From an optimization exercise on the open Yosys and OpenROAD flow, aimed at small area; shortcuts taken in it are not production practice.
Where RTL was checked, it was by simulation tests only, not by an equivalence proof against the original.
The RTL of runs 5 and 6 was laid out without a check of its function.

==> flow/design.v <==
`timescale 1ns/1ps
package ex_pkg;
	typedef logic [32-1:0]     xlen_t;
	typedef logic [5-1:0] rob_idx_t;
	typedef logic [6-1:0]  pr_idx_t;
	typedef enum logic [1:0] {
		UNIT_ALU0 = 2'd0,
		UNIT_ALU1 = 2'd1,
		UNIT_MULT = 2'd2
	} fu_unit_t;
	typedef enum logic [2:0] {
		ALU_ADD  = 3'd0,
		ALU_SUB  = 3'd1,
		ALU_AND  = 3'd2,
		ALU_OR   = 3'd3,
		ALU_XOR  = 3'd4,
		ALU_SLTU = 3'd5
	} alu_op_t;
	typedef enum logic [1:0] {
		MULT_IDLE = 2'd0,
		MULT_RUN  = 2'd1,
		MULT_HOLD = 2'd2
	} mult_state_t;
endpackage
`timescale 1ns/1ps
module exec_alu (
	input  logic [2:0]          op,
	input  ex_pkg::xlen_t       a,
	input  ex_pkg::xlen_t       b,
	output ex_pkg::xlen_t       y
);
	localparam int N = 32;
	logic          inv;
	ex_pkg::xlen_t bi, p, g, sum;
	logic [N:0]    c;
	assign inv = op[0] && !op[1];
	assign bi  = b ^ {N{inv}};
	assign p   = a ^ bi;
	assign g   = a & bi;
	localparam int H = N / 2;
	always_comb begin
		logic [H-1:0] tg, tp;
		c[0] = inv;
		for (int i = 0; i < H; i++)
			c[i+1] = g[i] | (p[i] & c[i]);
		tg = g[H-1:0];
		tp = p[H-1:0];
		tg[0] = g[0] | (p[0] & inv);
		for (int l = 1; (1 << l) <= H; l++)
			for (int i = (1 << l) - 1; i < H; i += (1 << l)) begin
				tg[i] = tg[i] | (tp[i] & tg[i - (1 << (l-1))]);
				tp[i] = tp[i] & tp[i - (1 << (l-1))];
			end
		c[H] = tg[H-1];
		for (int i = H; i < N; i++)
			c[i+1] = g[i] | (p[i] & c[i]);
	end
	assign sum = p ^ c[N-1:0];
	logic ep, ec, eg, slt;
	assign ec  = !op[2] && !op[1];                  
	assign eg  = op[1];                             
	assign ep  = !(op[1] && !op[0]) && !(op[2] && op[0]);  
	assign slt = op[2] && op[0];
	always_comb begin
		y = ({N{ep}} & p) ^ (({N{ec}} & c[N-1:0]) | ({N{eg}} & g));
		y[0] = slt ? !c[N] : y[0];
	end
endmodule
`timescale 1ns/1ps
module exec_mult (
	input  logic                clock,
	input  logic                reset,
	input  logic [1:0]          hit,         
	input  logic [2*32-1:0] way_a,
	input  logic [2*32-1:0] way_b,
	output logic                busy,
	output logic                res_valid,
	output ex_pkg::xlen_t       res_value
);
	ex_pkg::xlen_t mcand;       
	ex_pkg::xlen_t lo;          
	logic [23:0]   hi;          
	logic [2:0]    cy;          
	logic          bprev;       
	logic [2:0]    run;         
	logic          last;        
	logic [3:0]    neg, one, two;
	ex_pkg::xlen_t row [4];
	ex_pkg::xlen_t nvec;
	always_comb begin
		logic b2, b1, b0;
		for (int j = 0; j < 4; j++) begin
			b2 = lo[2*j+1];
			b1 = lo[2*j];
			b0 = (j == 0) ? bprev : lo[2*j-1];
			neg[j] = b2;
			one[j] = b1 ^ b0;
			two[j] = (b2 & ~b1 & ~b0) | (~b2 & b1 & b0);
		end
		nvec = '0;
		for (int j = 0; j < 4; j++) begin
			row[j] = '0;
			for (int i = 2*j; i < 32; i++)
				row[j][i] = ((one[j] & mcand[i-2*j])
					| (two[j] & ((i > 2*j) ? mcand[i-2*j-1] : 1'b0))) ^ neg[j];
			nvec[2*j] = neg[j];
		end
	end
	function automatic logic [2*32-1:0] csa(input ex_pkg::xlen_t x, y, z);
		ex_pkg::xlen_t s, c;
		s = x ^ y ^ z;
		c = ((x & y) | (x & z) | (y & z)) << 1;
		csa = {c, s};
	endfunction
	ex_pkg::xlen_t s1, c1, s2, c2, s3, c3, s4, c4;
	assign {c1, s1} = csa(row[0], row[1], row[2]);
	assign {c2, s2} = csa(row[3], nvec, {8'b0, hi});
	assign {c3, s3} = csa(s1, c1, s2);
	assign {c4, s4} = csa(s3, c3, c2);
	ex_pkg::xlen_t t;
	logic [3:0]    cout;
	always_comb begin
		logic cc;
		for (int k = 0; k < 4; k++) begin
			cc = (k < 3) ? cy[k] : 1'b0;
			for (int i = 8*k; i < 8*k + 8; i++) begin
				t[i] = s4[i] ^ c4[i] ^ cc;
				cc   = (s4[i] & c4[i]) | (s4[i] & cc) | (c4[i] & cc);
			end
			cout[k] = cc;
		end
	end
	localparam int N = 32;
	logic start;
	assign start = |hit;
	ex_pkg::xlen_t mcand_n;
	always_ff @(posedge clock) begin
		mcand_n <= ~(({N{hit[0]}} & way_a[0 +: N]) | ({N{hit[1]}} & way_a[N +: N])
			| ({N{!start}} & mcand));
		lo    <= ({N{hit[0]}} & way_b[0 +: N]) | ({N{hit[1]}} & way_b[N +: N])
			| ({N{!start}} & {t[7:0], lo[N-1:8]});
	end
	assign mcand = ~mcand_n;
	always_ff @(posedge clock) begin
		if (start) begin
			hi    <= '0;
			cy    <= '0;
			bprev <= 1'b0;
		end else begin
			hi    <= t[N-1:8];
			cy    <= cout[2:0];
			bprev <= lo[7];
		end
	end
	always_ff @(posedge clock) begin
		if (reset) begin
			run  <= '0;
			last <= 1'b0;
		end else begin
			run  <= {run[1:0], start};
			last <= run[2];
		end
	end
	assign busy      = |run;
	assign res_valid = last;
	assign res_value = {t[7:0], lo[32-1:8]};
endmodule
`timescale 1ns/1ps
module complete_arbiter (
	input  logic             mult_valid,
	input  logic             alu0_valid,
	input  logic             alu1_valid,
	input  ex_pkg::rob_idx_t mult_rob,
	input  ex_pkg::rob_idx_t alu0_rob,
	input  ex_pkg::rob_idx_t alu1_rob,
	output logic             alu1_grant,
	output logic [1:0]       slot_valid,
	output logic [2:0]       slot0_sel,
	output logic [2:0]       slot1_sel
);
	logic             two;
	logic             swap;
	ex_pkg::rob_idx_t rob_first;
	ex_pkg::rob_idx_t rob_second;
	logic [2:0]       first, second;
	assign alu1_grant = alu1_valid && !(mult_valid && alu0_valid);
	assign first  = mult_valid ? 3'b001 : alu0_valid ? 3'b010 : alu1_valid ? 3'b100 : 3'b000;
	assign second = (mult_valid && alu0_valid) ? 3'b010
		: ((mult_valid ^ alu0_valid) && alu1_valid) ? 3'b100 : 3'b000;
	assign two    = |second;
	assign slot_valid = {two, mult_valid | alu0_valid | alu1_valid};
	assign rob_first  = mult_valid ? mult_rob : alu0_valid ? alu0_rob : alu1_rob;
	assign rob_second = (mult_valid && alu0_valid) ? alu0_rob : alu1_rob;
	assign swap = two && (rob_second < rob_first);
	assign slot0_sel = swap ? second : first;
	assign slot1_sel = swap ? first : second;
endmodule
`timescale 1ns/1ps
module complete_sorter #(
	parameter int W = 5 + 6 + 32
) (
	input  logic         clock,
	input  logic         reset,
	input  logic [W-1:0] mult_res,
	input  logic [W-1:0] alu0_res,
	input  logic [W-1:0] alu1_res,
	input  logic [1:0]   slot_valid,
	input  logic [2:0]   slot0_sel,
	input  logic [2:0]   slot1_sel,
	output logic [1:0]   complete_valid,
	output logic [W-1:0] slot0_q,
	output logic [W-1:0] slot1_q
);
	function automatic logic [W-1:0] pick(input logic [2:0] sel);
		pick = ({W{sel[0]}} & mult_res) | ({W{sel[1]}} & alu0_res) | ({W{sel[2]}} & alu1_res);
	endfunction
	always_ff @(posedge clock) begin
		if (reset)
			complete_valid <= '0;
		else
			complete_valid <= slot_valid;
	end
	always_ff @(posedge clock) begin
		slot0_q <= pick(slot0_sel);
		slot1_q <= pick(slot1_sel);
	end
endmodule
`timescale 1ns/1ps
module ex_stage (
	input  logic                                      clock,
	input  logic                                      reset,
	input  logic [2-1:0]                 issue_valid,
	input  logic [2*2-1:0]               issue_unit,
	input  logic [2*3-1:0]               issue_op,
	input  logic [2*32-1:0]        issue_a,
	input  logic [2*32-1:0]        issue_b,
	input  logic [2*5-1:0]    issue_rob,
	input  logic [2*6-1:0]     issue_pr,
	output logic [2-1:0]              complete_valid,
	output logic [2*5-1:0] complete_rob,
	output logic [2*6-1:0]  complete_pr,
	output logic [2*32-1:0]     complete_value,
	output logic [3-1:0]                    unit_busy
);
	localparam int W = 5 + 6 + 32;
	logic [1:0] hit0, hit1, hitm;
	always_comb begin
		for (int w = 0; w < 2; w++) begin
			hit0[w] = issue_valid[w] && (issue_unit[w*2 +: 2] == ex_pkg::UNIT_ALU0);
			hit1[w] = issue_valid[w] && (issue_unit[w*2 +: 2] == ex_pkg::UNIT_ALU1);
			hitm[w] = issue_valid[w] && (issue_unit[w*2 +: 2] == ex_pkg::UNIT_MULT);
		end
	end
	logic [W-1:0] way_res [2];
	for (genvar w = 0; w < 2; w++) begin : g_way
		ex_pkg::xlen_t y;
		exec_alu alu_i (
			.op(issue_op[w*3 +: 3]),
			.a(issue_a[w*32 +: 32]),
			.b(issue_b[w*32 +: 32]),
			.y(y)
		);
		assign way_res[w] = {issue_rob[w*5 +: 5],
			issue_pr[w*6 +: 6], y};
	end
	logic         alu0_valid, alu1_valid, alu1_grant;
	logic [W-1:0] alu0_res, alu1_res;
	always_ff @(posedge clock) begin
		if (reset)
			alu0_valid <= 1'b0;
		else
			alu0_valid <= |hit0;
	end
	logic [W-1:0] alu0_res_n, alu1_res_n;
	always_ff @(posedge clock)
		alu0_res_n <= ~(hit0[1] ? way_res[1] : way_res[0]);
	assign alu0_res = ~alu0_res_n;
	always_ff @(posedge clock) begin
		if (reset)
			alu1_valid <= 1'b0;
		else
			alu1_valid <= (|hit1) || (alu1_valid && !alu1_grant);
	end
	always_ff @(posedge clock)
		alu1_res_n <= ~(({W{hit1[0]}} & way_res[0]) | ({W{hit1[1]}} & way_res[1])
			| ({W{!(|hit1)}} & alu1_res));
	assign alu1_res = ~alu1_res_n;
	logic             mult_valid, mult_busy;
	ex_pkg::xlen_t    mult_value;
	ex_pkg::rob_idx_t mult_rob;
	ex_pkg::pr_idx_t  mult_pr;
	exec_mult mult_i (
		.clock(clock), .reset(reset),
		.hit(hitm),
		.way_a(issue_a),
		.way_b(issue_b),
		.busy(mult_busy),
		.res_valid(mult_valid),
		.res_value(mult_value)
	);
	localparam int TW = 5 + 6;
	logic [TW-1:0] mult_tag;
	always_ff @(posedge clock)
		mult_tag <= ({TW{hitm[0]}} & {issue_rob[0 +: 5], issue_pr[0 +: 6]})
			| ({TW{hitm[1]}} & {issue_rob[5 +: 5], issue_pr[6 +: 6]})
			| ({TW{!(|hitm)}} & mult_tag);
	assign {mult_rob, mult_pr} = mult_tag;
	logic [1:0] slot_valid;
	logic [2:0] slot0_sel, slot1_sel;
	complete_arbiter arbiter_i (
		.mult_valid(mult_valid), .alu0_valid(alu0_valid), .alu1_valid(alu1_valid),
		.mult_rob(mult_rob),
		.alu0_rob(alu0_res[W-1 -: 5]),
		.alu1_rob(alu1_res[W-1 -: 5]),
		.alu1_grant(alu1_grant),
		.slot_valid(slot_valid), .slot0_sel(slot0_sel), .slot1_sel(slot1_sel)
	);
	logic [W-1:0] slot0_q, slot1_q;
	complete_sorter #(.W(W)) sorter_i (
		.clock(clock), .reset(reset),
		.mult_res({mult_rob, mult_pr, mult_value}),
		.alu0_res(alu0_res), .alu1_res(alu1_res),
		.slot_valid(slot_valid), .slot0_sel(slot0_sel), .slot1_sel(slot1_sel),
		.complete_valid(complete_valid), .slot0_q(slot0_q), .slot1_q(slot1_q)
	);
	assign {complete_rob[0 +: 5], complete_pr[0 +: 6],
		complete_value[0 +: 32]} = slot0_q;
	assign {complete_rob[5 +: 5], complete_pr[6 +: 6],
		complete_value[32 +: 32]} = slot1_q;
	assign unit_busy[ex_pkg::UNIT_ALU0] = 1'b0;
	assign unit_busy[ex_pkg::UNIT_ALU1] = alu1_valid && !alu1_grant;
	assign unit_busy[ex_pkg::UNIT_MULT] = mult_busy;
endmodule
==> flow/flow/run.sh <==
#!/bin/bash
# Standard layout with three changes, none of which touches the registers:
#  - synthesis skips the generic abc -fast pass inside yosys synth (SYNTH_ARGS=-noabc),
#    so the full-adder extraction sees the RTL's own adder structure;
#  - the final ABC mapping (ABC_AREA=1) uses flow/abc_area.script, an &nf area mapping;
#  - the port buffers are plain buf_1 cells.
# Each make run writes its full output to a log file in this folder; ORFS keeps
# every tool's own log under orfs/logs.
set -euo pipefail
export BUFFER_PORTS_ARGS="-buffer_cell sky130_fd_sc_hd__buf_1"
rm -rf scripts_area
cp -r "$FLOW_HOME/scripts" scripts_area
cp flow/abc_area.script scripts_area/abc_area.script
SCRIPTS_DIR="$PWD/scripts_area" SYNTH_ARGS=-noabc bash standard.sh synth > synth_make.log 2>&1
bash standard.sh > standard_make.log 2>&1
==> flow/flow/abc_area.script <==
&get -n
&st
&dch -f
&nf
&put
buffer -c
topo
stime -c
upsize -c
dnsize -c
==> flow/standard.sh <==
#!/bin/bash
# synth_recipe.tcl (not shown) runs the flow's synth.tcl, then flattens the netlist and writes it again
# the make line also repeats each setting of config.mk as NAME=value (left out here)
make -C /OpenROAD-flow-scripts/flow DESIGN_CONFIG=/design/flow/config.mk WORK_HOME=/design/flow/orfs CLKGATE_MAP_FILE= SYNTH_SCRIPT=/design/flow/synth_recipe.tcl "${@:-finish}"
==> flow/config.mk <==
export PLATFORM = sky130hd
export DESIGN_NAME = ex_stage
export DESIGN_NICKNAME = ex_stage
export VERILOG_FILES = /design/flow/design.v
export SDC_FILE = /design/flow/constraint.sdc
export NUM_CORES = 4
export LEC_CHECK = 0
export ABC_AREA = 1
export CAP_MARGIN = 20
export CORE_MARGIN = 2
export CORE_UTILIZATION = 60
export CTS_BUF_LIST = sky130_fd_sc_hd__clkbuf_8
export CTS_CLUSTER_DIAMETER = 60
export CTS_CLUSTER_SIZE = 16
export SLEW_MARGIN = 20
==> flow/constraint.sdc <==
create_clock -name core_clock -period 7.0 [get_ports {clock}]
set_input_delay 1.4000 -clock core_clock [delete_from_list [all_inputs] [get_ports {clock}]]
set_output_delay 1.4000 -clock core_clock [all_outputs]
set_load 0.01 [all_outputs]
==> results of run 1 <==
## cell usage in the layout, fill, tap and decap left out, types with 43 or more instances in the layout
master	n
a22oi_1	88
a221oi_1	45
nor2_1	72
fa_1	105
xnor2_1	109
dfxtp_1	280
o221ai_1	86
buf_1	251
o22ai_1	142
buf_4	43
nand2_1	299
ha_1	109
o21ai_0	45
a21oi_1	63
xor2_1	142
## layout make-up
class / count / area share, %
Clock buffer: 28 / 1.95
Multi-Input combinational cell: 1467 / 59.0
Inverter: 14 / 0.266
Sequential cell: 283 / 28.7
Clock inverter: 13 / 0.689
Tap cell: 390 / 2.47
Antenna cell: 5 / 0.0632
Timing Repair Buffer: 300 / 6.88
## layer usage
metal,share of wire [%],vias to the layer above
met4,4.4,6
met3,9.1,141
met5,0.042,-
met1,41,7815
li1,-,7198
met2,45,934
## state kept, by name, summed over array words and instances (netlist names), 2 cells and up
name,cells
alu0_res_n,43
mult_i.hi,24
mult_i.lo,32
sorter_i.complete_valid,2
alu1_res_n,43
mult_i.run,3
sorter_i.slot0_q,43
mult_i.mcand_n,32
mult_tag,11
sorter_i.slot1_q,43
mult_i.cy,3
## stage by stage
step           std cells  instance area [um2]  utilization [%]
2_1_floorplan       1929                17900                -
3_3_place_gp        2452                19200             65.0
3_5_place_dp        2452                19200             65.0
4_1_cts             2493                19700             66.8
5_1_grt             2500                19800             67.1
6_report            2500                19800             67.1
## repair_timing
item,in CTS,in global routing
gates resized for setup,0,4
setup endpoints to repair,0,4
endpoints found under the hold margin,0,0
## worst reg2reg max path, stage by stage (launching register included)
cell and delay (ps):
dfxtp_2 370, xor2_1 180, nand2_1 70, buf_4 320, o22ai_1 190, xor2_1 180
fa_1 570, fa_1 430, fa_1 490, fa_1 440, fa_1 460, fa_1 460
fa_1 460, fa_1 460, fa_1 470, fa_1 460, fa_1 480, and2_1 140
## worst max-delay path by stage
stage,from,endpoint,slack [ps],cells past startpoint
3_5_place_dp,issue_op[0],alu1_res_n[31],110,27
3_3_place_gp,issue_op[0],alu1_res_n[31],240,28
6_report,mult_i.lo[3],mult_i.hi[15],270,17
4_1_cts,mult_i.lo[1],mult_i.hi[7],210,17
5_1_grt,mult_i.lo[3],mult_i.hi[23],7,20
2_1_floorplan,mult_i.lo[1],mult_i.hi[15],4,19
## kinds of logic after synthesis
family | synth area share (%)
multiplexers | 1.55
AND/OR/NAND/NOR | 9.80
adder cells (fa/ha/maj) | 19.4
other | 0.0210
AO/OA/AOI/OAI | 21.1
flip-flops | 31.7
buffers and inverters | 3.83
XOR/XNOR | 12.6
==> results.tsv, run 1 <==
stage	metric	value	unit
setup_path	required time at the worst-slack endpoint	7480	ps
sta	shortest clock period the worst path allows after layout	6730	ps
cells_and_area	Final nets	2470	
sta	Worst Hold Margin	459	ps
clock_network	clock slew at reported path FFs	100	ps
global_route	global-route wire length before repair	90300	um
global_route	met3 demand-to-capacity share in global routing	5.53	%
global_route	maximum number of pins on one net before global-route repair	76	
worst_hold_path	worst hold start	mult_tag[5]	
sta	final count of pins violating max slew	0	
synthesis	library cell with the largest summed area after synthesis	dfxtp_1	
routing	Wirelength per Cell	23.9	um
global_route	total overflow reported by the global router	0	
floorplan	starting utilization of the core area	60.6	%
place	setup slack at placement	115	ps
place	weighted congestion reported at the end of routability-driven placement	1.01	
synthesis	share of synthesized area occupied by flip-flops and latches	31.7	%
clock_network	CTS HTree Levels	1	
routing	DRC errors left	0	
sta	setup repair after global routing missed its margin	false	
setup_path	worst setup path class	reg2reg	
setup_path	delay of the slowest cell on the worst path	570	ps
synthesis	ys flop type	dfxtp_1	
clock_network	cts hold-fix bufs	0	
setup_path	r2r setup slk	270	ps
global_route	fraction of met2 tracks used by global routing	59.1	%
run	max-cap violations	0	
routing	initial drt markers	1657	
global_route	number of global-route vias before repair	15393	
sta	highest achievable clock rate	0.149	GHz
floorplan	Die ar.	31200	um2
sta	hold violation total from the final report	0	
clock_network	cell chosen for the clock root	clkbuf_8	
setup_path	crit path max-delay cell type	fa_1	
cells_and_area	register area	5670	um2
synthesis	Post-Syn Instances	1929	
synthesis	flops & latches, synth	283	
worst_hold_path	WHS Endpoint	mult_tag[5]	
sta	setup total negative slack	0	ps
floorplan	Vert. Die Dim	177	um
sta	headroom to the max-slew limit	24.6	%
clock_network	clk sink count	283	
synthesis	post-synth cell types	43	
synthesis	cell with the most instances after synthesis	nand2_1	
floorplan	io pins	255	
sta	maximum clock skew at final layout	24.9	ps
sta	final clock period utilization by the worst path	96.1	%
cells_and_area	fillers	2526	
place	Port-buffer cells	253	
synthesis	main area contributors after synthesis	dfxtp_1, fa_1, ha_1	
setup_path	Startpoint Class	register	
cells_and_area	multi-input combinational cell area	11700	um2
sta	final number of setup-violating endpoints	0	
clock_network	clock latency on the worst-skew pair	600	ps
worst_hold_path	worst min path class	reg2reg	
sta	measured slew at the worst slew-check pin	1110	ps
setup_path	endpoint of the worst register-to-register path	mult_i.hi[15]	
global_route	layer with the highest usage	met2	
sta	minimum setup slack in the final design	273	ps
routing	vias per inst	6.44	
global_route	global routing met1 resource utilization	52.2	%
floorplan	cell row count	63	
cells_and_area	fraction of final layout cells sized beyond drive strength 1	6.32	%
setup_path	reg-to-reg startpoint	mult_i.lo[3]	
synthesis	netlist area before placement	17900	um2
synthesis	number of synthesized flops with an enable pin	0	
clock_network	CTS tree	done	
routing	Routed Antenna Nets	0	
setup_path	CP Capture Type	register	
synthesis	share of the synthesized area in the top cell type	31.7	%
place	Detailed Place HPWL	44000	um
clock_network	number of CTS-inserted buffers	26	
routing	wire length after detailed routing	59600	um
synthesis	YS warnings	6	
setup_path	Crit path arrival time	7210	ps
outcome	outcome	complete, no violations	
cells_and_area	Synth-to-Final Area Change	10.8	%
clock_network	postcts setup bufs	0	
routing	number of detailed-routing iterations run before antenna repair	6	
synthesis	mean post-synth cell area	9.26	um2
setup_path	family with the most delay on the worst path	adder cells	
setup_path	maximum fanout along the worst path	27	
global_route	global router's overall resource usage	37.7	%
setup_path	cell breakdown of the critical path	xor2_1 > nand2_1 > buf_4 > o22ai_1 > xor2_1 > fa_1 > fa_1 > fa_1 > fa_1 > fa_1 > fa_1 > fa_1 > fa_1 > fa_1 > fa_1 > fa_1 > and2_1	
floorplan	placeable core area	29500	um2
setup_path	depth of the worst register-to-register path	17	
routing	total number of vias	16094	
worst_hold_path	hold depth	2	
setup_path	most common cell type on the critical path	fa_1	
synthesis	top post-synthesis cells by count	nand2_1, dfxtp_1, o22ai_1, xor2_1, clkbuf_1	
floorplan	x dimension of the die	177	um
global_route	number of antenna violations at the first check in global routing	8	
clock_network	maximum root-to-sink buffer count	3	
setup_path	crit path buf inv count	1	
synthesis	syn nets	2307	
synthesis	async set-or-reset flop fraction in the synthesized netlist	0	%
==> run 2, diff against run 1 <==
--- a/flow/config.mk
+++ b/flow/config.mk
@@ -9,7 +9,7 @@
 export CAP_MARGIN = 20
 export CORE_MARGIN = 2
 export CORE_UTILIZATION = 60
-export CTS_BUF_LIST = sky130_fd_sc_hd__clkbuf_8
+export CTS_BUF_LIST = sky130_fd_sc_hd__clkbuf_16
 export CTS_CLUSTER_DIAMETER = 60
-export CTS_CLUSTER_SIZE = 16
+export CTS_CLUSTER_SIZE = 30
 export SLEW_MARGIN = 20
==> run 2 against run 1 <==
Wire length about the same. Largest cell class unchanged. Synthesized cell count did not move. Area after synthesis did not move. Global-route usage increased by 0.11 points. Non-clock buffer count is the same. Critical path depth did not move. Sequential cell count unchanged.
==> results.tsv, run 2 <==
stage	metric	value	unit
synthesis	ys flop type	dfxtp_1	
synthesis	Synth Area in XOR/XNOR	12.6	%
clock_network	CTS tree	done	
synthesis	largest family of logic cells by synthesized area	compound AO/OA/AOI/OAI gates	
place	Cell Area, Placed	19200	um2
routing	vias per inst	6.48	
routing	wire length after detailed routing	59700	um
sta	headroom to the max-slew limit	25.5	%
sta	final clock period utilization by the worst path	96.4	%
cells_and_area	fillers	2466	
synthesis	netlist area before placement	17900	um2
cells_and_area	most frequent standard cell in the layout excluding fill and tap cells	nand2_1	
synthesis	post-synth cell types	43	
setup_path	endpoint of the worst register-to-register path	mult_i.hi[7]	
routing	initial drt markers	1620	
clock_network	number of CTS-inserted buffers	24	
sta	measured slew at the worst slew-check pin	1110	ps
routing	total number of vias	16207	
synthesis	Synth Area in Adders	19.4	%
place	Port-buffer cells	253	
cells_and_area	most frequent cells in the layout	nand2_1, dfxtp_1, buf_1	
global_route	global router's overall resource usage	37.8	%
clock_network	cell chosen for the clock root	clkbuf_16	
place	weighted congestion reported at the end of routability-driven placement	1.01	
worst_hold_path	worst hold start	mult_i.run[1]	
sta	hold violation total from the final report	0	
global_route	global-route wire length before repair	90600	um
setup_path	depth of the worst register-to-register path	17	
worst_hold_path	worst min path class	reg2reg	
setup_path	Crit path arrival time	7190	ps
worst_hold_path	WHS Endpoint	mult_i.run[2]	
run	max-cap violations	0	
routing	number of detailed-routing iterations run before antenna repair	6	
synthesis	mean post-synth cell area	9.26	um2
cells_and_area	Synth-to-Final Area Change	13.2	%
floorplan	io pins	255	
clock_network	maximum root-to-sink buffer count	3	
sta	shortest clock period the worst path allows after layout	6750	ps
place	Detailed Place HPWL	44000	um
sta	maximum clock skew at final layout	21.3	ps
clock_network	clock slew at reported path FFs	80	ps
synthesis	Post-Syn Instances	1929	
routing	Routed Antenna Nets	0	
clock_network	cts hold-fix bufs	0	
setup_path	worst setup path class	reg2reg	
outcome	outcome	complete, no violations	
setup_path	r2r setup slk	250	ps
synthesis	cell with the most instances after synthesis	nand2_1	
setup_path	reg-to-reg startpoint	mult_i.lo[1]	
cells_and_area	fraction of final layout cells sized beyond drive strength 1	6.50	%
synthesis	area fraction in and, or, nand and nor cells after synthesis	9.80	%
setup_path	Startpoint Class	register	
global_route	number of global-route vias before repair	15513	
synthesis	flops & latches, synth	283	
routing	Wirelength per Cell	23.8	um
sta	final count of pins violating max slew	0	
global_route	total overflow reported by the global router	0	
clock_network	CTS HTree Levels	1	
floorplan	x dimension of the die	177	um
synthesis	async set-or-reset flop fraction in the synthesized netlist	0	%
synthesis	share of synthesized area occupied by flip-flops and latches	31.7	%
synthesis	top post-synthesis cells by count	nand2_1, dfxtp_1, o22ai_1, xor2_1, clkbuf_1	
synthesis	syn nets	2307	
synthesis	number of synthesized flops with an enable pin	0	
synthesis	share of the synthesized area in the top cell type	31.7	%
cells_and_area	Final Cell Area	20200	um2
setup_path	start point of the critical path	mult_i.lo[1]	
synthesis	compound-gate portion of the synthesized area	21.1	%
clock_network	clock latency on the worst-skew pair	560	ps
sta	Worst Hold Margin	468	ps
setup_path	CP Capture Type	register	
cells_and_area	Final nets	2468	
floorplan	Die ar.	31200	um2
clock_network	clk sink count	283	
floorplan	starting utilization of the core area	60.6	%
floorplan	Vert. Die Dim	177	um
synthesis	library cell with the largest summed area after synthesis	dfxtp_1	
global_route	maximum number of pins on one net before global-route repair	76	
synthesis	main area contributors after synthesis	dfxtp_1, fa_1, ha_1	
synthesis	mux cell area share after synthesis	1.55	%
routing	DRC errors left	0	
floorplan	placeable core area	29500	um2
setup_path	maximum fanout along the worst path	29	
global_route	number of antenna violations at the first check in global routing	7	
setup_path	required time at the worst-slack endpoint	7440	ps
floorplan	cell row count	63	
worst_hold_path	hold depth	1	
sta	final number of setup-violating endpoints	0	
synthesis	YS warnings	6	
sta	highest achievable clock rate	0.148	GHz
[run 2: kinds of logic after synthesis]
family,Yosys count
AND/OR/NAND/NOR,432
buffers and inverters,179
XOR/XNOR,256
adder cells (fa/ha/maj),214
multiplexers,27
other,1
AO/OA/AOI/OAI,537
flip-flops,283
[run 2: per-layer routing]
layer | up-vias | GRT usage [%] | routed length (um) | share of wire, %
met5 | - | 0 | 16 | 0.027
met4 | 4 | 15.8 | 2880 | 4.8
met3 | 161 | 5.66 | 5650 | 9.5
met2 | 948 | 59.9 | 27100 | 45
met1 | 7861 | 51.7 | 24000 | 40
li1 | 7233 | - | - | -
[run 2: through the flow]
step | util [%] | setup WS, ps | setup TNS (ps) | std cells
6_report | 68.5 | 252 | 0 | 2503
5_1_grt | 68.5 | -0.110 | -0.110 | 2503
4_1_cts | 68.3 | 200 | 0 | 2496
3_5_place_dp | 65.0 | 115 | 0 | 2452
3_3_place_gp | 65.0 | 239 | 0 | 2452
2_1_floorplan | - | 4.26 | 0 | 1929
[run 2: worst max path at each step]
stage                                end  slack (ps)  cells after the start
final                       mult_i.hi[7]         250                     17
after global routing       mult_i.hi[23]        -0.1                     20
after CTS                  mult_i.hi[23]         200                     20
after detailed placement  alu1_res_n[31]         110                     27
after global placement    alu1_res_n[31]         240                     28
after floorplan            mult_i.hi[15]           4                     19
[run 2: area by class of cell]
type / count / area (um2) / area share, %
antenna: 5 / 12.5 / 0.0619
clock buffer: 25 / 626 / 3.10
clock inverter: 19 / 325 / 1.61
inverter: 14 / 52.6 / 0.260
multi-input combinational: 1467 / 11700 / 57.8
sequential: 283 / 5670 / 28.1
tap: 390 / 488 / 2.41
timing repair buffer: 300 / 1350 / 6.66
[run 2: repair_timing]
item | CTS | global route
setup buffers | 0 | 0
resized for setup | 0 | 3
setup endpoints to repair | 0 | 2
[run 2: critical path: stages (launching register included)]
cell	delay (ps)
dfxtp_2	380
xor2_2	190
nand2_1	70
buf_4	340
o22ai_1	170
xor2_1	180
fa_1	550
fa_1	450
fa_1	500
fa_1	440
fa_1	470
fa_1	460
fa_1	460
fa_1	460
fa_1	460
fa_1	450
fa_1	470
and2_1	140
==> run 3, diff against run 2 <==
==> flow/config.mk (replaced) <==
export PLATFORM = sky130hd
export DESIGN_NAME = ex_stage
export DESIGN_NICKNAME = ex_stage
export VERILOG_FILES = /design/flow/design.v
export SDC_FILE = /design/flow/constraint.sdc
export NUM_CORES = 4
export LEC_CHECK = 0
export ABC_AREA = 1
export CAP_MARGIN = 0
export CORE_MARGIN = 2
export CORE_UTILIZATION = 60
export CTS_BUF_LIST = sky130_fd_sc_hd__clkbuf_4
export CTS_CLUSTER_DIAMETER = 40
export CTS_CLUSTER_SIZE = 10
export SLEW_MARGIN = 0
==> run 3 against run 2 <==
Via count up 0.39%. Critical endpoint is now mult_i.hi[15]. Still clean. Maximum frequency hardly changed. Register-to-register slack barely moved. First-iteration DRC count grew 5.8%. Worst hold slack got worse by 7.7 ps.
==> results.tsv, run 3 <==
stage	metric	value	unit
synthesis	async set-or-reset flop fraction in the synthesized netlist	0	%
global_route	global-route wire length before repair	90800	um
place	Detailed Place HPWL	44000	um
synthesis	library cell with the largest summed area after synthesis	dfxtp_1	
routing	total number of vias	16271	
place	Cell Area, Placed	19200	um2
sta	final count of pins violating max slew	0	
routing	number of detailed-routing iterations run before antenna repair	7	
sta	Worst Hold Margin	460	ps
setup_path	Crit path arrival time	7320	ps
synthesis	ys flop type	dfxtp_1	
synthesis	YS warnings	6	
sta	maximum clock skew at final layout	54.3	ps
clock_network	postcts setup bufs	0	
place	placed cell count	2452	
routing	Routed Antenna Nets	0	
sta	headroom to the max-slew limit	17.0	%
worst_hold_path	WHS Endpoint	mult_tag[5]	
synthesis	post-synth cell types	43	
synthesis	Post-Syn Instances	1929	
cells_and_area	fraction of final layout cells sized beyond drive strength 1	7.32	%
sta	shortest clock period the worst path allows after layout	6750	ps
clock_network	CTS HTree Levels	2	
floorplan	Die ar.	31200	um2
global_route	total overflow reported by the global router	0	
sta	hold violation total from the final report	0	
synthesis	share of the synthesized area in the top cell type	31.7	%
floorplan	io pins	255	
global_route	number of antenna violations at the first check in global routing	7	
global_route	maximum number of pins on one net before global-route repair	76	
clock_network	clock slew at reported path FFs	100	ps
routing	wire length after detailed routing	59800	um
worst_hold_path	worst hold start	mult_tag[5]	
run	max-cap violations	0	
floorplan	cell row count	63	
synthesis	cell with the most instances after synthesis	nand2_1	
synthesis	flops & latches, synth	283	
sta	measured slew at the worst slew-check pin	1240	ps
setup_path	Startpoint Class	register	
cells_and_area	Synth-to-Final Area Change	10.8	%
outcome	outcome	complete, no violations	
setup_path	required time at the worst-slack endpoint	7570	ps
worst_hold_path	worst min path class	reg2reg	
setup_path	CP Capture Type	register	
sta	highest achievable clock rate	0.148	GHz
worst_hold_path	hold depth	2	
global_route	number of global-route vias before repair	15645	
cells_and_area	most frequent cells in the layout	nand2_1, dfxtp_1, buf_1	
sta	final clock period utilization by the worst path	96.5	%
place	Port-buffer cells	253	
global_route	global router's overall resource usage	38.0	%
clock_network	cell chosen for the clock root	clkbuf_4	
clock_network	clk sink count	283	
cells_and_area	Final nets	2484	
routing	DRC errors left	0	
synthesis	number of synthesized flops with an enable pin	0	
floorplan	placeable core area	29500	um2
routing	initial drt markers	1714	
clock_network	clock latency on the worst-skew pair	700	ps
synthesis	share of synthesized area occupied by flip-flops and latches	31.7	%
floorplan	starting utilization of the core area	60.6	%
setup_path	r2r setup slk	250	ps
synthesis	top post-synthesis cells by count	nand2_1, dfxtp_1, o22ai_1, xor2_1, clkbuf_1	
setup_path	endpoint of the worst register-to-register path	mult_i.hi[15]	
setup_path	worst setup path class	reg2reg	
setup_path	reg-to-reg startpoint	mult_i.lo[3]	
clock_network	CTS tree	done	
sta	final number of setup-violating endpoints	0	
floorplan	x dimension of the die	177	um
place	weighted congestion reported at the end of routability-driven placement	1.01	
cells_and_area	most frequent standard cell in the layout excluding fill and tap cells	nand2_1	
routing	Wirelength per Cell	23.7	um
routing	vias per inst	6.44	
clock_network	maximum root-to-sink buffer count	3	
clock_network	number of CTS-inserted buffers	42	
cells_and_area	Final Cell Area	19800	um2
setup_path	depth of the worst register-to-register path	16	
synthesis	syn nets	2307	
synthesis	netlist area before placement	17900	um2
cells_and_area	Final Instance Count excl. Fillers	2526	
floorplan	Vert. Die Dim	177	um
synthesis	mean post-synth cell area	9.26	um2
synthesis	main area contributors after synthesis	dfxtp_1, fa_1, ha_1	
cells_and_area	fillers	2517	
setup_path	maximum fanout along the worst path	28	
run 3: cell types whose count changed in the layout (fill, tap and decap cells not counted), sizes merged, moves of 2 or more:
cell / change
clkinvlp: +4
clkbuf: +24
bufinv: +3
buf: -2
inv: -8
run 3: how the worst max path moves through the flow:
stage / startpoint / end / slack, ps / cells past startpoint
finish: mult_i.lo[3] / mult_i.hi[15] / 250 / 16
global route: mult_i.lo[1] / mult_i.hi[23] / -20 / 20
CTS: mult_i.lo[1] / mult_i.hi[15] / 180 / 17
detailed placement: issue_op[0] / alu1_res_n[31] / 110 / 27
global placement: issue_op[0] / alu1_res_n[31] / 240 / 28
floorplan: mult_i.lo[1] / mult_i.hi[15] / 4 / 19
run 3: per-stage QoR:
step | setup TNS (ps) | worst slack (ps) | util [%]
3_5_place_dp | 0 | 115 | 65.0
5_1_grt | -23.0 | -23.0 | 67.1
4_1_cts | 0 | 180 | 67.0
6_report | 0 | 246 | 67.1
3_3_place_gp | 0 | 239 | 65.0
2_1_floorplan | 0 | 4.26 | -
run 3: area by class of cell:
| type | count | area [um2] | area share [%] |
|---|---|---|---|
| Inverter | 14 | 52.6 | 0.266 |
| Multi-Input combinational cell | 1467 | 11700 | 59.0 |
| Timing Repair Buffer | 298 | 1310 | 6.62 |
| Clock inverter | 19 | 199 | 1.01 |
| Tap cell | 390 | 488 | 2.47 |
| Sequential cell | 283 | 5670 | 28.7 |
| Clock buffer | 49 | 368 | 1.86 |
| Antenna cell | 6 | 15.0 | 0.0759 |
run 3: cells by family after synthesis:
logic type | synth area share, %
buffers and inverters | 3.83
other | 0.0210
XOR/XNOR | 12.6
adder cells (fa/ha/maj) | 19.4
AND/OR/NAND/NOR | 9.80
multiplexers | 1.55
AO/OA/AOI/OAI | 21.1
flip-flops | 31.7
run 3: layer usage:
layer / vias to the layer above / share of wire (%) / global-route usage, %
met1: 7911 / 41 / 51.5
met3: 154 / 9.3 / 6.16
met2: 947 / 45 / 59.5
li1: 7257 / - / -
met5: - / 0.018 / 0
met4: 2 / 4.7 / 17.6
run 3: repair_timing:
action,4_1_cts,5_1_grt
gates resized for setup,0,4
hold buffers,0,0
endpoints found under the setup margin,0,4
hold endpoints to repair,0,0
run 3: critical path, stage by stage (launching register included):
cell     delay (ps)
dfxtp_2         440
xnor2_2         150
buf_4           370
o22ai_1         150
xor2_1          180
fa_1            570
fa_1            430
fa_1            490
fa_1            440
fa_1            460
fa_1            460
fa_1            460
fa_1            460
fa_1            470
fa_1            460
fa_1            480
and2_1          140
==> run 4, diff against run 3 <==
--- a/flow/config.mk
+++ b/flow/config.mk
@@ -9,7 +9,7 @@
 export CAP_MARGIN = 0
 export CORE_MARGIN = 2
 export CORE_UTILIZATION = 60
-export CTS_BUF_LIST = sky130_fd_sc_hd__clkbuf_4
-export CTS_CLUSTER_DIAMETER = 40
-export CTS_CLUSTER_SIZE = 10
+export CTS_BUF_LIST = sky130_fd_sc_hd__clkbuf_4 sky130_fd_sc_hd__clkbuf_8
+export CTS_CLUSTER_DIAMETER = 50
+export CTS_CLUSTER_SIZE = 14
 export SLEW_MARGIN = 0
==> run 4 against run 3 <==
Clock skew shrank 35 ps. Die area unchanged. Synthesized cell count unchanged. Still clean on timing, DRC and antenna. Critical path type unchanged.
==> results.tsv, run 4 <==
stage	metric	value	unit
outcome	outcome	complete, no violations	
worst_hold_path	worst min path class	reg2reg	
place	Port-buffer cells	253	
floorplan	io pins	255	
synthesis	top post-synthesis cells by count	nand2_1, dfxtp_1, o22ai_1, xor2_1, clkbuf_1	
floorplan	Die ar.	31200	um2
cells_and_area	fraction of final layout cells sized beyond drive strength 1	6.63	%
synthesis	netlist area before placement	17900	um2
floorplan	placeable core area	29500	um2
synthesis	ys flop type	dfxtp_1	
place	Detailed Place HPWL	44000	um
routing	initial drt markers	1710	
global_route	number of antenna violations at the first check in global routing	8	
floorplan	starting utilization of the core area	60.6	%
clock_network	number of gates given a new drive strength after cts	0	
global_route	total overflow reported by the global router	0	
global_route	global-route wire length before repair	90500	um
clock_network	postcts setup bufs	0	
synthesis	syn nets	2307	
setup_path	reg-to-reg startpoint	mult_i.lo[3]	
floorplan	cell row count	63	
clock_network	maximum root-to-sink buffer count	3	
sta	final count of pins violating max slew	0	
synthesis	share of synthesized area occupied by flip-flops and latches	31.7	%
routing	Wirelength per Cell	23.7	um
sta	hold violation total from the final report	0	
clock_network	clock slew at reported path FFs	90	ps
routing	number of detailed-routing iterations run before antenna repair	8	
routing	total number of vias	16107	
setup_path	r2r setup slk	240	ps
setup_path	start point of the critical path	mult_i.lo[3]	
setup_path	required time at the worst-slack endpoint	7510	ps
sta	Worst Hold Margin	458	ps
synthesis	cell with the most instances after synthesis	nand2_1	
place	weighted congestion reported at the end of routability-driven placement	1.01	
global_route	global router's overall resource usage	37.8	%
synthesis	mean post-synth cell area	9.26	um2
routing	wire length after detailed routing	59400	um
routing	vias per inst	6.43	
sta	final clock period utilization by the worst path	96.6	%
sta	headroom to the max-slew limit	19.5	%
run	max-cap violations	0	
floorplan	x dimension of the die	177	um
clock_network	cts hold-fix bufs	0	
setup_path	depth of the worst register-to-register path	16	
sta	shortest clock period the worst path allows after layout	6760	ps
clock_network	clock latency on the worst-skew pair	630	ps
clock_network	CTS HTree Levels	1	
setup_path	last element of the critical path	mult_i.hi[15]	
synthesis	post-synth cell types	43	
setup_path	endpoint of the worst register-to-register path	mult_i.hi[15]	
synthesis	number of synthesized flops with an enable pin	0	
synthesis	main area contributors after synthesis	dfxtp_1, fa_1, ha_1	
cells_and_area	fin util	67.4	%
cells_and_area	multi-input combinational cell area	11700	um2
clock_network	clk sink count	283	
synthesis	share of the synthesized area in the top cell type	31.7	%
cells_and_area	fillers	2495	
global_route	number of global-route vias before repair	15566	
worst_hold_path	worst hold start	mult_tag[5]	
synthesis	async set-or-reset flop fraction in the synthesized netlist	0	%
cells_and_area	Synth-to-Final Area Change	11.4	%
sta	measured slew at the worst slew-check pin	1200	ps
clock_network	cell chosen for the clock root	clkbuf_8	
synthesis	Post-Syn Instances	1929	
setup_path	Startpoint Class	register	
setup_path	CP Capture Type	register	
cells_and_area	Final nets	2472	
synthesis	flops & latches, synth	283	
clock_network	number of CTS-inserted buffers	30	
setup_path	worst setup path class	reg2reg	
floorplan	Vert. Die Dim	177	um
cells_and_area	most frequent standard cell in the layout excluding fill and tap cells	nand2_1	
sta	highest achievable clock rate	0.148	GHz
global_route	maximum number of pins on one net before global-route repair	76	
setup_path	Crit path arrival time	7270	ps
cells_and_area	register area	5670	um2
clock_network	CTS tree	done	
setup_path	maximum fanout along the worst path	28	
routing	Routed Antenna Nets	0	
sta	final number of setup-violating endpoints	0	
routing	DRC errors left	0	
synthesis	library cell with the largest summed area after synthesis	dfxtp_1	
cells_and_area	most frequent cells in the layout	nand2_1, dfxtp_1, buf_1	
sta	maximum clock skew at final layout	19.2	ps
synthesis	YS warnings	6	
[run 4: cell counts after synthesis]
No cell type changed its count.
[run 4: cell families after synthesis]
logic type | count (synthesis) | share of synthesized area (%)
compound gates | 537 | 21.1
simple gates | 432 | 9.80
flops | 283 | 31.7
xor+xnor | 256 | 12.6
fa+ha+maj | 214 | 19.4
buf+inv | 179 | 3.83
mux | 27 | 1.55
other cells | 1 | 0.0210
[run 4: layout make-up]
cell class	instances	area share, %
Multi-Input combinational cell	1467	58.7
Sequential cell	283	28.5
Timing Repair Buffer	298	6.59
Tap cell	390	2.45
Clock buffer	33	2.22
Clock inverter	17	1.18
Inverter	14	0.264
Antenna cell	4	0.0503
[run 4: metrics by stage]
step	std cells	setup WS, ps	area (um2)	setup TNS [ps]
2_1_floorplan	1929	4.26	17900	0
3_3_place_gp	2452	239	19200	0
3_5_place_dp	2452	115	19200	0
4_1_cts	2502	193	19900	0
5_1_grt	2506	-0.370	19900	-0.370
6_report	2506	237	19900	0
[run 4: worst min-delay path by stage]
stage	end	slack, ps	depth (start not counted)
after detailed placement	mult_tag[5]	440	2
after global placement	mult_i.run[2]	440	1
after global routing	mult_i.run[2]	490	1
after floorplan	mult_i.last	430	1
after CTS	mult_tag[5]	460	2
final	mult_tag[5]	460	2
[run 4: routing by layer]
layer,up-vias,track usage [%],routed length (um)
met1,7785,51.6,23900
met3,160,6.40,5820
met2,931,59.2,26800
met5,-,0,33
li1,7223,-,-
met4,8,16.5,2860
[run 4: worst max-delay path: stages, from the launching register on]
cell and delay [ps]:
dfxtp_2 430, xnor2_2 150, buf_4 380, o22ai_1 150, xor2_1 180, fa_1 570
fa_1 430, fa_1 500, fa_1 440, fa_1 460, fa_1 460, fa_1 460
fa_1 470, fa_1 480, fa_1 460, fa_1 480, and2_1 140
==> run 5, diff against run 4 <==
--- a/flow/design.v
+++ b/flow/design.v
@@ -77,9 +77,10 @@
 	output logic                res_valid,
 	output ex_pkg::xlen_t       res_value
 );
+	localparam int N = 32;
 	ex_pkg::xlen_t mcand;       
 	ex_pkg::xlen_t lo;          
-	logic [23:0]   hi;          
+	logic [15:0]   hi;          
 	logic [2:0]    cy;          
 	logic          bprev;       
 	logic [2:0]    run;         
@@ -114,7 +115,9 @@
 	endfunction
 	ex_pkg::xlen_t s1, c1, s2, c2, s3, c3, s4, c4;
 	assign {c1, s1} = csa(row[0], row[1], row[2]);
-	assign {c2, s2} = csa(row[3], nvec, {8'b0, hi});
+	logic [7:0] hi_top;
+	assign hi_top = mcand[N-1 -: 8] & {8{!run[0]}};
+	assign {c2, s2} = csa(row[3], nvec, {8'b0, hi_top, hi});
 	assign {c3, s3} = csa(s1, c1, s2);
 	assign {c4, s4} = csa(s3, c3, c2);
 	ex_pkg::xlen_t t;
@@ -130,13 +133,12 @@
 			cout[k] = cc;
 		end
 	end
-	localparam int N = 32;
 	logic start;
 	assign start = |hit;
 	ex_pkg::xlen_t mcand_n;
 	always_ff @(posedge clock) begin
 		mcand_n <= ~(({N{hit[0]}} & way_a[0 +: N]) | ({N{hit[1]}} & way_a[N +: N])
-			| ({N{!start}} & mcand));
+			| ({N{!start}} & {t[N-1 -: 8], mcand[N-9:0]}));
 		lo    <= ({N{hit[0]}} & way_b[0 +: N]) | ({N{hit[1]}} & way_b[N +: N])
 			| ({N{!start}} & {t[7:0], lo[N-1:8]});
 	end
@@ -147,7 +149,7 @@
 			cy    <= '0;
 			bprev <= 1'b0;
 		end else begin
-			hi    <= t[N-1:8];
+			hi    <= t[23:8];
 			cy    <= cout[2:0];
 			bprev <= lo[7];
 		end
--- a/flow/config.mk
+++ b/flow/config.mk
@@ -9,7 +9,7 @@
 export CAP_MARGIN = 0
 export CORE_MARGIN = 2
 export CORE_UTILIZATION = 60
-export CTS_BUF_LIST = sky130_fd_sc_hd__clkbuf_4 sky130_fd_sc_hd__clkbuf_8
-export CTS_CLUSTER_DIAMETER = 50
-export CTS_CLUSTER_SIZE = 14
+export CTS_BUF_LIST = sky130_fd_sc_hd__clkbuf_8
+export CTS_CLUSTER_DIAMETER = 60
+export CTS_CLUSTER_SIZE = 16
 export SLEW_MARGIN = 0
==> run 5 against run 4 <==
Register-to-register slack gained 80 ps. Sequential share of layout area shrank 0.84 points. Via count shrank 0.35%. Critical endpoint is now mult_i.mcand_n[31].
==> results.tsv, run 5 <==
stage	metric	value	unit
synthesis	number of synthesized flops with an enable pin	0	
setup_path	CP Capture Type	register	
synthesis	library cell with the largest summed area after synthesis	dfxtp_1	
synthesis	ys flop type	dfxtp_1	
setup_path	cell breakdown of the critical path	xnor2_2 > buf_4 > o22ai_1 > xor2_1 > fa_1 > fa_1 > fa_1 > ha_1 > fa_1 > fa_1 > fa_1 > fa_1 > fa_1 > fa_1 > xor2_1 > xnor2_1 > xnor2_1 > xnor2_1 > nor2_1 > a221oi_2	
clock_network	CTS HTree Levels	1	
sta	final number of setup-violating endpoints	0	
synthesis	post-synth cell types	45	
sta	setup total negative slack	0	ps
floorplan	Vert. Die Dim	176	um
cells_and_area	Synth-to-Final Area Change	12.2	%
sta	measured slew at the worst slew-check pin	1120	ps
synthesis	async set-or-reset flop fraction in the synthesized netlist	0	%
sta	highest achievable clock rate	0.150	GHz
clock_network	maximum root-to-sink buffer count	3	
place	weighted congestion reported at the end of routability-driven placement	1.02	
routing	DRC errors left	0	
cells_and_area	fraction of final layout cells sized beyond drive strength 1	7.42	%
cells_and_area	Final Instance Count excl. Fillers	2536	
clock_network	cell chosen for the clock root	clkbuf_8	
global_route	global-route wire length before repair	90900	um
sta	setup repair after global routing missed its margin	false	
cells_and_area	Final nets	2499	
floorplan	starting utilization of the core area	60.4	%
setup_path	crit path max-delay cell type	fa_1	
cells_and_area	most frequent cells in the layout	nand2_1, dfxtp_1, buf_1	
routing	Wirelength per Cell	23.7	um
floorplan	io pins	255	
global_route	global router's overall resource usage	38.1	%
sta	headroom to the max-slew limit	23.7	%
setup_path	delay of the slowest cell on the worst path	530	ps
global_route	number of global-route vias before repair	15665	
floorplan	Die ar.	31000	um2
setup_path	most common cell type on the critical path	fa_1	
synthesis	share of synthesized area occupied by flip-flops and latches	31.0	%
routing	number of detailed-routing iterations run before antenna repair	5	
synthesis	mean post-synth cell area	9.16	um2
setup_path	worst setup path class	reg2reg	
sta	hold violation total from the final report	0	
clock_network	CTS tree	done	
synthesis	netlist area before placement	17800	um2
place	setup slack at placement	113	ps
synthesis	Post-Syn Instances	1940	
routing	Routed Antenna Nets	0	
sta	maximum clock skew at final layout	54.3	ps
synthesis	flops & latches, synth	275	
floorplan	x dimension of the die	176	um
sta	final clock period utilization by the worst path	95.5	%
synthesis	syn nets	2318	
place	placed cell count	2481	
sta	shortest clock period the worst path allows after layout	6690	ps
sta	minimum setup slack in the final design	315	ps
worst_hold_path	worst min path class	reg2reg	
setup_path	maximum fanout along the worst path	30	
floorplan	cell row count	63	
place	Port-buffer cells	253	
sta	final count of pins violating max slew	0	
synthesis	top post-synthesis cells by count	nand2_1, dfxtp_1, xor2_1	
synthesis	share of the synthesized area in the top cell type	31.0	%
setup_path	Startpoint Class	register	
clock_network	number of CTS-inserted buffers	28	
synthesis	cell with the most instances after synthesis	nand2_1	
global_route	total overflow reported by the global router	0	
global_route	number of antenna violations at the first check in global routing	7	
clock_network	clock latency on the worst-skew pair	640	ps
synthesis	main area contributors after synthesis	dfxtp_1, fa_1, ha_1	
clock_network	postcts setup bufs	0	
synthesis	YS warnings	6	
setup_path	required time at the worst-slack endpoint	7550	ps
routing	wire length after detailed routing	60100	um
floorplan	placeable core area	29400	um2
run	max-cap violations	0	
outcome	outcome	complete, no violations	
routing	initial drt markers	1760	
global_route	maximum number of pins on one net before global-route repair	77	
clock_network	clk sink count	275	
clock_network	clock slew at reported path FFs	100	ps
cells_and_area	most frequent standard cell in the layout excluding fill and tap cells	nand2_1	
routing	total number of vias	16050	
routing	vias per inst	6.33	
place	Detailed Place HPWL	43400	um
setup_path	Crit path arrival time	7240	ps
==> run 5: cell types whose count changed in the layout (fill, tap and decap cells not counted), sizes merged, moves of 4 or more <==
cell    change
and2        -7
a21oi      -17
inv         +5
a221oi      -7
dfxtp       -8
buf        +19
o22ai      -23
a211oi     +22
a22o        +9
o21ai       -4
nand2       -5
nor2       +49
==> run 5: kinds of logic (layout without fill, tap and decap cells) <==
| family | after synthesis | count (layout) | synth area share, % |
|---|---|---|---|
| compound gates | 514 | 514 | 20.7 |
| xor+xnor | 257 | 257 | 12.7 |
| fa+ha+maj | 214 | 214 | 19.5 |
| buf+inv | 180 | 382 | 3.87 |
| flops | 275 | 275 | 31.0 |
| mux | 29 | 29 | 1.68 |
| other cells | 1 | 5 | 0.0211 |
| simple gates | 470 | 470 | 10.6 |
==> run 5: worst paths after layout <==
| path | startpoint | end | slack [ps] | cells past startpoint |
|---|---|---|---|---|
| worst max register to register | mult_i.lo[1] | mult_i.mcand_n[31] | 310 | 20 |
| worst min-delay path | mult_tag[0] | mult_tag[0] | 460 | 2 |
| worst max-delay path | mult_i.lo[1] | mult_i.mcand_n[31] | 310 | 20 |
| worst min register to register | mult_tag[0] | mult_tag[0] | 460 | 2 |
==> run 5: per-stage QoR <==
stage                     area (um2)  hold slack [ps]  utilization (%)
after floorplan                17800              429                -
final                          19900              459             67.8
after detailed placement       19200              445             65.4
after CTS                      19900              460             67.7
after global routing           19900              486             67.8
after global placement         19200              441             65.4
==> run 5: layer usage <==
layer  wire length [um]  part of all wire, %  track usage [%]  vias to the layer above
met3               5750                  9.6             5.77                      194
met5                 50                0.083                0                        -
met1              24600                   41             52.0                     7609
li1                   -                    -                -                     7258
met4               2760                  4.6             16.8                        8
met2              26900                   45             60.3                      981
==> run 5: what timing repair did <==
action / 4_1_cts / 5_1_grt
hold buffers: 0 / 0
resized for setup: 0 / 7
setup endpoints to repair: 0 / 5
==> run 5: final cells by class <==
class / instances / area, um2
antenna: 4 / 10.0
clock buffer: 32 / 440
clock inverter: 19 / 215
fill: 2508 / 9470
inverter: 15 / 56.3
multi-input combinational: 1485 / 11800
sequential: 275 / 5520
tap: 390 / 488
timing repair buffer: 316 / 1450
==> run 5: worst max-delay path, delay by kind of cell, from the launching register on <==
family | cells | cell delay [ps]
AOI/OAI and AO/OA | 2 | 330
xor gates and xnor gates | 6 | 1040
and+or+nand+nor | 1 | 60
buffers and inverters | 1 | 360
DFF | 1 | 380
adders and majority gates | 10 | 4460
==> run 6, diff against run 5 <==
==> flow/flow/abc_area.script (replaced) <==
&get -n
&st
&dch -f
&nf
&put
topo
==> run 6 against run 5 <==
Count of clock-buffer cells in the layout is 5 lower. Sequential cell count is the same. Largest cell class unchanged. Wire length shrank 0.87%. Critical endpoint unchanged. Register-to-register slack lost 140 ps. Design area rose by 0.61%. Sequential share of layout area down 0.15 points.
==> results.tsv, run 6 <==
stage	metric	value	unit
outcome	outcome	complete, no violations	
place	weighted congestion reported at the end of routability-driven placement	0.971	
synthesis	syn nets	2155	
sta	measured slew at the worst slew-check pin	1310	ps
setup_path	reg-to-reg startpoint	mult_i.lo[3]	
synthesis	share of synthesized area occupied by flip-flops and latches	32.1	%
place	Detailed Place HPWL	42700	um
synthesis	ys flop type	dfxtp_1	
cells_and_area	Final nets	2504	
cells_and_area	fraction of final layout cells sized beyond drive strength 1	7.29	%
synthesis	async set-or-reset flop fraction in the synthesized netlist	0	%
worst_hold_path	hold depth	2	
routing	vias per inst	6.50	
floorplan	Die ar.	29900	um2
synthesis	Post-Syn Instances	1777	
setup_path	required time at the worst-slack endpoint	7520	ps
floorplan	placeable core area	27900	um2
cells_and_area	register area	5520	um2
routing	DRC errors left	0	
synthesis	flops & latches, synth	275	
sta	headroom to the max-slew limit	10.7	%
sta	maximum clock skew at final layout	32.0	ps
routing	total number of vias	16374	
routing	initial drt markers	1728	
routing	wire length after detailed routing	59600	um
worst_hold_path	worst min path class	reg2reg	
cells_and_area	most frequent cells in the layout	nand2_1, dfxtp_1, buf_1	
sta	hold violation total from the final report	0	
synthesis	top post-synthesis cells by count	nand2_1, dfxtp_1, xor2_1	
setup_path	worst setup path class	reg2reg	
routing	Wirelength per Cell	23.6	um
setup_path	endpoint of the worst register-to-register path	mult_i.mcand_n[31]	
global_route	total overflow reported by the global router	0	
cells_and_area	fillers	2290	
sta	final count of pins violating max slew	0	
clock_network	clock latency on the worst-skew pair	610	ps
worst_hold_path	worst hold start	mult_i.lo[15]	
synthesis	number of synthesized flops with an enable pin	0	
clock_network	clock slew at reported path FFs	100	ps
synthesis	share of the synthesized area in the top cell type	32.1	%
clock_network	maximum root-to-sink buffer count	3	
global_route	number of global-route vias before repair	15922	
cells_and_area	multi-input combinational cell area	12000	um2
setup_path	Startpoint Class	register	
clock_network	clk sink count	275	
sta	final number of setup-violating endpoints	0	
run	max-cap violations	0	
setup_path	r2r setup slk	170	ps
cells_and_area	most frequent standard cell in the layout excluding fill and tap cells	nand2_1	
clock_network	cts hold-fix bufs	0	
clock_network	number of CTS-inserted buffers	26	
sta	final clock period utilization by the worst path	97.5	%
global_route	number of antenna violations at the first check in global routing	1	
floorplan	cell row count	61	
routing	number of detailed-routing iterations run before antenna repair	6	
floorplan	Vert. Die Dim	173	um
global_route	maximum number of pins on one net before global-route repair	76	
synthesis	post-synth cell types	38	
global_route	global-route wire length before repair	90400	um
sta	highest achievable clock rate	0.146	GHz
synthesis	main area contributors after synthesis	dfxtp_1, fa_1, ha_1	
routing	Routed Antenna Nets	0	
clock_network	cell chosen for the clock root	clkbuf_8	
floorplan	io pins	255	
synthesis	netlist area before placement	17100	um2
synthesis	library cell with the largest summed area after synthesis	dfxtp_1	
worst_hold_path	WHS Endpoint	mult_i.lo[7]	
cells_and_area	Synth-to-Final Area Change	17.0	%
setup_path	CP Capture Type	register	
clock_network	CTS tree	done	
sta	shortest clock period the worst path allows after layout	6830	ps
synthesis	cell with the most instances after synthesis	nand2_1	
synthesis	YS warnings	6	
clock_network	CTS HTree Levels	1	
floorplan	x dimension of the die	173	um
global_route	global router's overall resource usage	38.6	%
setup_path	maximum fanout along the worst path	14	
place	Port-buffer cells	253	
synthesis	mean post-synth cell area	9.64	um2
setup_path	Crit path arrival time	7350	ps
sta	Worst Hold Margin	460	ps
floorplan	starting utilization of the core area	61.3	%
setup_path	depth of the worst register-to-register path	20	
[run 6: through the flow]
stage / utilization, % / worst slack (ps) / area, um2 / setup TNS [ps] / instances
2_1_floorplan: - / 5.14 / 17200 / 0 / 1777
3_3_place_gp: 68.9 / 135 / 19200 / 0 / 2465
3_5_place_dp: 68.9 / 23.0 / 19200 / 0 / 2465
4_1_cts: 70.8 / 26.7 / 19800 / 0 / 2508
5_1_grt: 71.8 / -172 / 20100 / -173 / 2519
6_report: 71.8 / 172 / 20100 / 0 / 2521
[run 6: final cells by class]
class                   instances  share of cell area (%)
multi-input cells            1487                    59.6
diodes                          2                  0.0250
inverters                      15                   0.281
clock inverters                16                   0.880
well taps                     378                    2.36
repair buffers                321                    7.47
clock buffers                  27                    1.85
flip-flops and latches        275                    27.5
[run 6: metal layers]
| layer | global-route usage [%] | wire length, um |
|---|---|---|
| met5 | 0 | 0 |
| met4 | 15.6 | 2650 |
| met3 | 7.83 | 6760 |
| met2 | 62.0 | 27000 |
| met1 | 51.1 | 23200 |
[run 6: what timing repair did]
item	4_1_cts	5_1_grt
resized for setup	0	26
setup endpoints to repair	0	5
setup buffers	0	9
[run 6: kinds of logic after synthesis]
| group | synth area share [%] |
|---|---|
| and+or+nand+nor | 11.0 |
| muxes | 1.75 |
| other | 0.0219 |
| adders and majority gates | 20.2 |
| buffers and inverters | 0.416 |
| xor gates and xnor gates | 13.1 |
| AOI/OAI and AO/OA | 21.4 |
| DFF | 32.1 |
[run 6: critical path: stages, from the launching register on]
cell and delay (ps):
dfxtp_4 470, xor2_4 290, nand2_8 170, o22ai_1 240
xor2_1 290, fa_1 460, fa_1 420, fa_1 440
ha_1 230, fa_1 460, fa_1 470, fa_1 480
fa_1 470, fa_1 460, fa_1 450, xor2_1 170
xnor2_1 210, xnor2_1 160, xnor2_1 170, nor2_1 70
a221oi_2 170
[run 6: worst max-delay path by stage]
stage            startpoint  slack, ps                 end  cells past startpoint
2_1_floorplan  mult_i.lo[0]          5       mult_i.hi[15]                     16
3_3_place_gp    issue_op[4]        130      alu1_res_n[31]                     27
3_5_place_dp   mult_i.lo[4]         20  mult_i.mcand_n[31]                     20
4_1_cts        mult_i.lo[4]         30  mult_i.mcand_n[31]                     20
5_1_grt        mult_i.lo[3]       -170  mult_i.mcand_n[31]                     20
6_report       mult_i.lo[3]        170  mult_i.mcand_n[31]                     20

[afterwards: timing with drivers on the ports]
The results above use ideal ports. As a check the final layouts listed here were re-extracted and re-timed, cells and wires unchanged.
Step 1, drivers: a clkbuf_16 drives clock and a buf_2 each remaining input, both assumed.
Step 2 also shifts input and output timing later by t, the mid clock arrival at the registers, as if the neighbouring blocks saw the same clock.
a / b / c = no drivers / after step 1 / after step 2; a / b = the first two.
| run | t (ns) | slack for setup (ns) | cell pins on the clock port's net |
|---|---|---|---|
| run 1 | 0.637 | 0.273 / 0.273 / -0.108 | 1 |
| run 2 | 0.601 | 0.252 / 0.252 / -0.112 | 1 |
| run 3 | 0.726 | 0.246 / 0.246 / -0.153 | 1 |
| run 4 | 0.664 | 0.237 / 0.237 / -0.101 | 1 |
| run 5 | 0.665 | 0.315 / 0.315 / 0.119 | 1 |
| run 6 | 0.643 | 0.172 / 0.172 / -0.112 | 1 |
Met with ideal ports but missed after step 2: setup timing in 5 of these runs. For run 3, which loses most, drivers alone change the setup slack by 0.000 ns; drivers and shift together by -0.399 ns.
